Source: an optimization exercise on an open RTL-to-GDS flow (aim: a short achievable clock period and few clock cycles). Production flows keep margins and buffers that such runs may drop.
Only simulation tests tie the RTL to the original design; equivalence was not proved.

==> inputs of run a <==
## mips_top
module mips_top (
	input  logic        clk,
	input  logic        rst_n,
	output logic [31:0] imem_addr,
	input  logic [31:0] imem_data,
	output logic        wb_cyc_o,
	output logic        wb_stb_o,
	output logic        wb_we_o,
	output logic [31:0] wb_adr_o,
	output logic [31:0] wb_dat_o,
	output logic [3:0]  wb_sel_o,
	input  logic        wb_ack_i,
	input  logic [31:0] wb_dat_i
);
	mips_core u_core (
		.clk       (clk),
		.rst_n     (rst_n),
		.imem_addr (imem_addr),
		.imem_data (imem_data),
		.wb_cyc_o  (wb_cyc_o),
		.wb_stb_o  (wb_stb_o),
		.wb_we_o   (wb_we_o),
		.wb_adr_o  (wb_adr_o),
		.wb_dat_o  (wb_dat_o),
		.wb_sel_o  (wb_sel_o),
		.wb_ack_i  (wb_ack_i),
		.wb_dat_i  (wb_dat_i)
	);
endmodule
export LEC_CHECK = 0
export ABC_AREA = 1
export CAP_MARGIN = 20
export CELL_PAD_IN_SITES_DETAIL_PLACEMENT = 1
export CELL_PAD_IN_SITES_GLOBAL_PLACEMENT = 2
export CORE_MARGIN = 2
export CORE_UTILIZATION = 40
export SETUP_SLACK_MARGIN = 5
export SLEW_MARGIN = 20
create_clock -name core_clock -period 8.5 [get_ports {clk}]
standard.sh (not shown) runs the stock make flow with config.mk's settings and CLKGATE_MAP_FILE= SYNTH_SCRIPT=/design/flow/synth_recipe.tcl, a recipe that flattens the netlist after the stock synthesis.
==> flow/flow/run.sh <==
#!/bin/bash
set -euo pipefail

# the standard synthesis, unchanged
bash standard.sh synth > flow_synth.log 2>&1

# floorplan to the final layout; standard.sh writes out/final.def after finish
bash standard.sh \
	SETUP_SLACK_MARGIN=5.6 \
	"BUFFER_PORTS_ARGS=-buffer_cell sky130_fd_sc_hd__buf_8" \
	finish > flow_layout.log 2>&1

test -s out/final.def
==> inputs of run b, as changes to run a <==
--- a/flow/design.v
+++ b/flow/design.v
@@ -260,15 +260,14 @@
 	output logic [31:0] wb_dat_o,
 	output logic [3:0]  wb_sel_o,
 	input  logic        wb_ack_i,
 	input  logic [31:0] wb_dat_i
 );
 	logic id_stall;       
 	logic mispredict;     
-	logic mp_id;          
 	logic [9:0] pc;
 	logic [9:0] f_pc_inc;
 	logic [9:0] f_next;
 	logic       f_pred;
 	logic [9:0] f_alt;
 	assign imem_addr = {20'b0, pc, 2'b00};
 	fetch_unit u_fetch (
@@ -282,16 +281,14 @@
 	logic [9:0] x_alt;
 	always_ff @(posedge clk or negedge rst_n)
 	begin
 		if (!rst_n)
 			pc <= '0;
 		else if (mispredict)
 			pc <= x_alt;
-		else if (mp_id)
-			pc <= d_alt;
 		else if (!id_stall)
 			pc <= f_next;
 	end
 	logic        f_add, f_sub, f_slt, f_and, f_or, f_nor, f_sll, f_srl, f_sra;
 	logic        f_wr, f_use_a, f_use_b, f_isrc, f_load, f_store, f_beq, f_bne;
 	logic [4:0]  f_dest, f_ra, f_rb;
 	logic [31:0] f_imm;
@@ -330,15 +327,15 @@
 	logic [4:0]  d_dest, d_ra, d_rb, d_shamt;
 	logic [31:0] d_imm;
 	logic [31:1] d_sel_a, d_sel_b;
 	always_ff @(posedge clk or negedge rst_n)
 	begin
 		if (!rst_n)
 			d_valid <= 1'b0;
-		else if (mispredict | mp_id)
+		else if (mispredict)
 			d_valid <= 1'b0;
 		else if (!id_stall)
 			d_valid <= 1'b1;
 	end
 	always_ff @(posedge clk)
 	begin
 		if (!id_stall)
@@ -354,16 +351,14 @@
 			d_sel_a <= f_sel_a; d_sel_b <= f_sel_b;
 		end
 	end
 	logic [31:1] w_sel;
 	logic        w_wr;
 	logic [4:0]  w_dest;
 	logic [31:0] w_data;
-	logic [31:0] w_sum, w_diff, w_oth;
-	logic        w_isadd, w_issub;
 	logic [31:1] l_sel;
 	logic        l_valid;
 	logic [4:0]  l_dst;
 	logic [31:0] l_data;
 	logic [31:0] rf_a, rf_b;
 	reg_file u_regs (
 		.clk   (clk),
@@ -381,28 +376,25 @@
 	logic [4:0]  x_dest;
 	logic [31:0] x_a, x_b, x_r;
 	logic [4:0]  x_shamt;
 	logic        x_add, x_sub, x_slt, x_and, x_or, x_nor, x_sll, x_srl, x_sra;
 	logic [31:0] x_sum;    
 	logic [31:0] x_diff;
 	logic [31:0] x_other;
+	logic [31:0] x_y;      
 	logic        x_rfwd;   
 	logic [31:0] x_rv;     
 	logic        b_stb, b_we, b_lwr;
 	logic [4:0]  b_dest;
 	logic [31:1] b_sel;
 	logic [31:0] b_adr, b_dat;
 	logic        q_v, q_we, q_lwr;
 	logic [4:0]  q_dest;
 	logic [31:1] q_sel;
 	logic [31:0] q_adr, q_dat;
-	logic        r_v, r_we, r_lwr;
-	logic [4:0]  r_dest;
-	logic [31:1] r_sel;
-	logic [31:0] r_adr, r_dat;
 	logic bus_free;    
 	logic ld_now;      
 	logic ld_open;     
 	assign bus_free = !b_stb | wb_ack_i;
 	assign ld_now = b_stb & b_lwr & wb_ack_i;
 	assign ld_open = b_stb & b_lwr & !wb_ack_i;
 	logic ex_hit_a, ex_hit_b, ldn_hit_a, ldn_hit_b, ldr_hit_a, ldr_hit_b, wb_hit_a, wb_hit_b;
@@ -435,47 +427,35 @@
 	assign fwd_a = ({32{ha_sum}} & x_sum) | ({32{ha_diff}} & x_diff) |
 		({32{ha_oth}} & x_other) | ({32{ha_no}} & early_a);
 	assign fwd_bi = ({32{hb_sum}} & x_sum) | ({32{hb_diff}} & x_diff) |
 		({32{hb_oth}} & x_other) | ({32{hb_no}} & early_bi);
 	logic dep_x, dep_q, dep_b;
 	assign dep_x = (d_use_a & (x_dest == d_ra)) | (d_use_b & (x_dest == d_rb)) | (d_wr & (x_dest == d_dest));
 	assign dep_q = (d_use_a & (q_dest == d_ra)) | (d_use_b & (q_dest == d_rb)) | (d_wr & (q_dest == d_dest));
-	logic dep_r;
-	assign dep_r = (d_use_a & (r_dest == d_ra)) | (d_use_b & (r_dest == d_rb)) | (d_wr & (r_dest == d_dest));
 	assign dep_b = (d_use_a & (b_dest == d_ra)) | (d_use_b & (b_dest == d_rb)) | (d_wr & (b_dest == d_dest));
 	logic ld_hazard;
-	assign ld_hazard = (x_load & x_wr & dep_x) | (q_v & q_lwr & dep_q) | (r_v & r_lwr & dep_r) | (ld_open & dep_b);
+	assign ld_hazard = (x_load & x_wr & dep_x) | (q_v & q_lwr & dep_q) | (ld_open & dep_b);
 	logic mem_hazard;
-	logic q_v_next, r_v_next;
-	assign q_v_next = bus_free ? (q_v & (r_v | x_mem)) : (q_v | x_mem);
-	assign r_v_next = bus_free ? (q_v & r_v & x_mem) : (r_v | (x_mem & q_v));
-	assign mem_hazard = (d_load | d_store) & q_v_next & r_v_next;
+	assign mem_hazard = (d_load | d_store) & (((x_mem | q_v) & !bus_free) | (x_mem & q_v));
 	assign id_stall = d_valid & (ld_hazard | mem_hazard);
 	logic d_bubble;
 	assign d_bubble = !d_valid | id_stall | mispredict;
-	logic x_addsub, ex_zero, id_fast, id_taken;
-	assign x_addsub = x_alu_wr & (x_add | x_sub);
-	assign ex_zero = x_sub ? (x_a == x_b) : ((x_a ^ x_b) == {x_a[30:0] | x_b[30:0], 1'b0});
-	assign id_fast = (d_beq | d_bne) & x_addsub &
-		(((x_dest == d_ra) & (d_rb == 5'd0)) | ((x_dest == d_rb) & (d_ra == 5'd0)));
-	assign id_taken = d_beq ? ex_zero : !ex_zero;
-	assign mp_id = d_valid & id_fast & (id_taken != d_pred) & !id_stall & !mispredict;
 	always_ff @(posedge clk or negedge rst_n)
 	begin
 		if (!rst_n)
 		begin
 			x_wr <= 1'b0; x_load <= 1'b0; x_store <= 1'b0; x_br <= 1'b0; x_mem <= 1'b0;
 		end
 		else
 		begin
 			x_wr <= d_wr & !d_bubble;
 			x_load <= d_load & !d_bubble;
 			x_store <= d_store & !d_bubble;
 			x_mem <= (d_load | d_store) & !d_bubble;
-			x_br <= (d_beq | d_bne) & !id_fast & !d_bubble;
+			x_br <= (d_beq | d_bne) & !d_bubble;
 		end
 	end
 	always_ff @(posedge clk)
 	begin
 		x_dest <= d_dest;
 		x_expect <= d_pred ~^ d_beq;
 		x_alt <= d_alt;
@@ -498,83 +478,60 @@
 		.op_sll (x_sll),
 		.op_srl (x_srl),
 		.op_sra (x_sra),
 		.sum    (x_sum),
 		.diff   (x_diff),
 		.other  (x_other)
 	);
+	assign x_y = x_add ? x_sum : x_sub ? x_diff : x_other;
 	assign x_rv = x_rfwd ? w_data : x_r;
 	assign mispredict = x_br & ((x_a == x_rv) ^ x_expect);
 	logic [31:1] x_sel;
 	always_comb
 	begin
 		for (int i = 1; i < 32; i++)
 			x_sel[i] = x_dest == 5'(i);
 	end
-	logic q_load, r_load, q_from_r;
-	assign q_load = bus_free ? (q_v & (r_v | x_mem)) : (x_mem & !q_v);
-	assign q_from_r = bus_free & r_v;
-	assign r_load = x_mem & q_v & (bus_free ? r_v : 1'b1);
+	logic x_to_q;
+	assign x_to_q = x_mem & (q_v | !bus_free);
 	always_ff @(posedge clk or negedge rst_n)
 	begin
 		if (!rst_n)
 		begin
 			b_stb <= 1'b0; b_we <= 1'b0; b_lwr <= 1'b0;
 			q_v <= 1'b0;
-			r_v <= 1'b0;
 		end
 		else
 		begin
 			if (bus_free)
 			begin
 				b_stb <= q_v | x_mem;
 				b_we <= q_v ? q_we : x_store;
 				b_lwr <= q_v ? q_lwr : (x_load & x_wr);
 			end
-			q_v <= q_v_next;
-			r_v <= r_v_next;
-		end
-	end
-	always_ff @(posedge clk or negedge rst_n)
-	begin
-		if (!rst_n)
-		begin
-			b_adr <= '0;
-			b_dat <= '0;
-		end
-		else if (bus_free)
-		begin
-			b_adr <= q_v ? q_adr : x_sum;
-			b_dat <= q_v ? q_dat : x_rv;
+			q_v <= x_to_q | (q_v & !bus_free);
 		end
 	end
 	always_ff @(posedge clk)
 	begin
 		if (bus_free)
 		begin
+			b_adr <= q_v ? q_adr : x_sum;
+			b_dat <= q_v ? q_dat : x_rv;
 			b_dest <= q_v ? q_dest : x_dest;
 			b_sel <= q_v ? q_sel : x_sel;
 		end
-		if (q_load)
+		if (x_to_q)
 		begin
-			q_we <= q_from_r ? r_we : x_store;
-			q_lwr <= q_from_r ? r_lwr : (x_load & x_wr);
-			q_adr <= q_from_r ? r_adr : x_sum;
-			q_dat <= q_from_r ? r_dat : x_rv;
-			q_dest <= q_from_r ? r_dest : x_dest;
-			q_sel <= q_from_r ? r_sel : x_sel;
-		end
-		if (r_load)
-		begin
-			r_we <= x_store;
-			r_lwr <= x_load & x_wr;
-			r_adr <= x_sum;
-			r_dat <= x_rv;
-			r_dest <= x_dest;
-			r_sel <= x_sel;
+			q_we <= x_store;
+			q_lwr <= x_load & x_wr;
+			q_adr <= x_sum;
+			q_dat <= x_rv;
+			q_dest <= x_dest;
+			q_sel <= x_sel;
 		end
 	end
 	assign wb_cyc_o = b_stb;
 	assign wb_stb_o = b_stb;
 	assign wb_we_o = b_we;
 	assign wb_adr_o = b_adr;
 	assign wb_dat_o = b_dat;
@@ -593,15 +550,14 @@
 		end
 	end
 	always_ff @(posedge clk)
 	begin
 		l_dst <= b_dest;
 		l_data <= wb_dat_i;
 	end
-	assign w_data = w_isadd ? w_sum : w_issub ? w_diff : w_oth;
 	always_ff @(posedge clk or negedge rst_n)
 	begin
 		if (!rst_n)
 		begin
 			w_wr <= 1'b0;
 			w_sel <= '0;
 		end
@@ -610,19 +566,15 @@
 			w_wr <= x_alu_wr;
 			w_sel <= x_sel & {31{x_alu_wr}};
 		end
 	end
 	always_ff @(posedge clk)
 	begin
 		w_dest <= x_dest;
-		w_sum <= x_sum;
-		w_diff <= x_diff;
-		w_oth <= x_other;
-		w_isadd <= x_add;
-		w_issub <= x_sub;
+		w_data <= x_y;
 	end
 endmodule
 `timescale 1ns/1ps
 module mips_top (
 	input  logic        clk,
 	input  logic        rst_n,
 	output logic [31:0] imem_addr,
==> flow/run.sh (new file) <==
#!/bin/bash
# synth_recipe.tcl (not shown) runs the flow's synth.tcl, then flattens the netlist and writes it again
# the make line also repeats each setting of config.mk as NAME=value (left out here)
make -C /OpenROAD-flow-scripts/flow DESIGN_CONFIG=/design/flow/config.mk WORK_HOME=/design/flow/orfs CLKGATE_MAP_FILE= SYNTH_SCRIPT=/design/flow/synth_recipe.tcl finish
- ABC_AREA: 1 -> default
- CELL_PAD_IN_SITES_DETAIL_PLACEMENT: 1 -> default
- CELL_PAD_IN_SITES_GLOBAL_PLACEMENT: 2 -> default
removed: flow/flow/run.sh
removed: flow/standard.sh
==> inputs of run c, as changes to run a <==
--- a/flow/design.v
+++ b/flow/design.v
@@ -530,31 +530,20 @@
 				b_we <= q_v ? q_we : x_store;
 				b_lwr <= q_v ? q_lwr : (x_load & x_wr);
 			end
 			q_v <= q_v_next;
 			r_v <= r_v_next;
 		end
 	end
-	always_ff @(posedge clk or negedge rst_n)
-	begin
-		if (!rst_n)
-		begin
-			b_adr <= '0;
-			b_dat <= '0;
-		end
-		else if (bus_free)
-		begin
-			b_adr <= q_v ? q_adr : x_sum;
-			b_dat <= q_v ? q_dat : x_rv;
-		end
-	end
 	always_ff @(posedge clk)
 	begin
 		if (bus_free)
 		begin
+			b_adr <= q_v ? q_adr : x_sum;
+			b_dat <= q_v ? q_dat : x_rv;
 			b_dest <= q_v ? q_dest : x_dest;
 			b_sel <= q_v ? q_sel : x_sel;
 		end
 		if (q_load)
 		begin
 			q_we <= q_from_r ? r_we : x_store;
 			q_lwr <= q_from_r ? r_lwr : (x_load & x_wr);
- ABC_AREA: 1 -> default
==> impl_metrics.toml <==
[grt]
grt_pass1_vias = 80200

[power]
p_total_mw = 18.3
p_comb_mw = 1.64

[finish]
nMultiInputCombCells = 6639

[outcome]
status = "complete, no violations"
the above is filed under run b

==> impl_metrics.toml <==
[grt]
antenna_found_initial = 64
grt_pass1_vias = 94200

[power]
p_total_mw = 21.9
p_comb_mw = 2.80

[finish]
nMultiInputCombCells = 7099
fill_cells = 26000
inverters = 204

[outcome]
status = "complete, no violations"

[logic_synthesis]
synth_top_family_by_area = "compound AO/OA/AOI/OAI gates"

[drt]
first_pass_iters = 9
the above is filed under run c

==> impl_metrics.toml <==
[outcome]
status = "complete, no violations"

[power]
p_comb_mw = 9.75
powerSeq_mw = 11.2

[grt]
busiest_layer = "met2"

[logic_synthesis]
synth-compound-area-share_pct = 20.8
synth_edf_count = 382

[finish]
nMultiInputCombCells = 7862

[critical_path]
cpPeakStageDelay_ns = 0.53
the above is filed under run a

Testbench counts of run a, summed over its fixed seeds: cycles 66,865.
Testbench counts of run b, summed over its fixed seeds: cycles 68,256.
Testbench counts of run c, summed over its fixed seeds: cycles 66,865.

-- what the ideal ports hide --
How much do the figures lean on ideal ports? The routed layouts below were timed once more, with nothing changed but the port constraints. Step 1 assumes that a clkbuf_16 drives the clock port and a buf_2 every other input. Step 2 times the ports against the registers' clock, not the clock port: input delays grow and output delays shrink by t, the midpoint of the rising clock arrivals with the driver on. a / b / c = ideal ports / drivers / drivers and shift; a / b = the first two.
run	shift t [ns]	setup slack, ns	slew at the worst register clock pin (ns)	worst slew at a driven data input, ns
run a	1.040	5.181 / 5.071 / 4.547	0.07 / 0.07	0.12
run b	0.988	4.739 / 4.739 / 4.194	0.07 / 0.07	0.08
run c	0.976	4.487 / 4.487 / 4.147	0.08 / 0.08	0.25
After both steps setup and hold are still met in every run listed. The setup slack of run a, which loses most, moves by -0.110 ns with the drivers and by -0.634 ns with both steps.
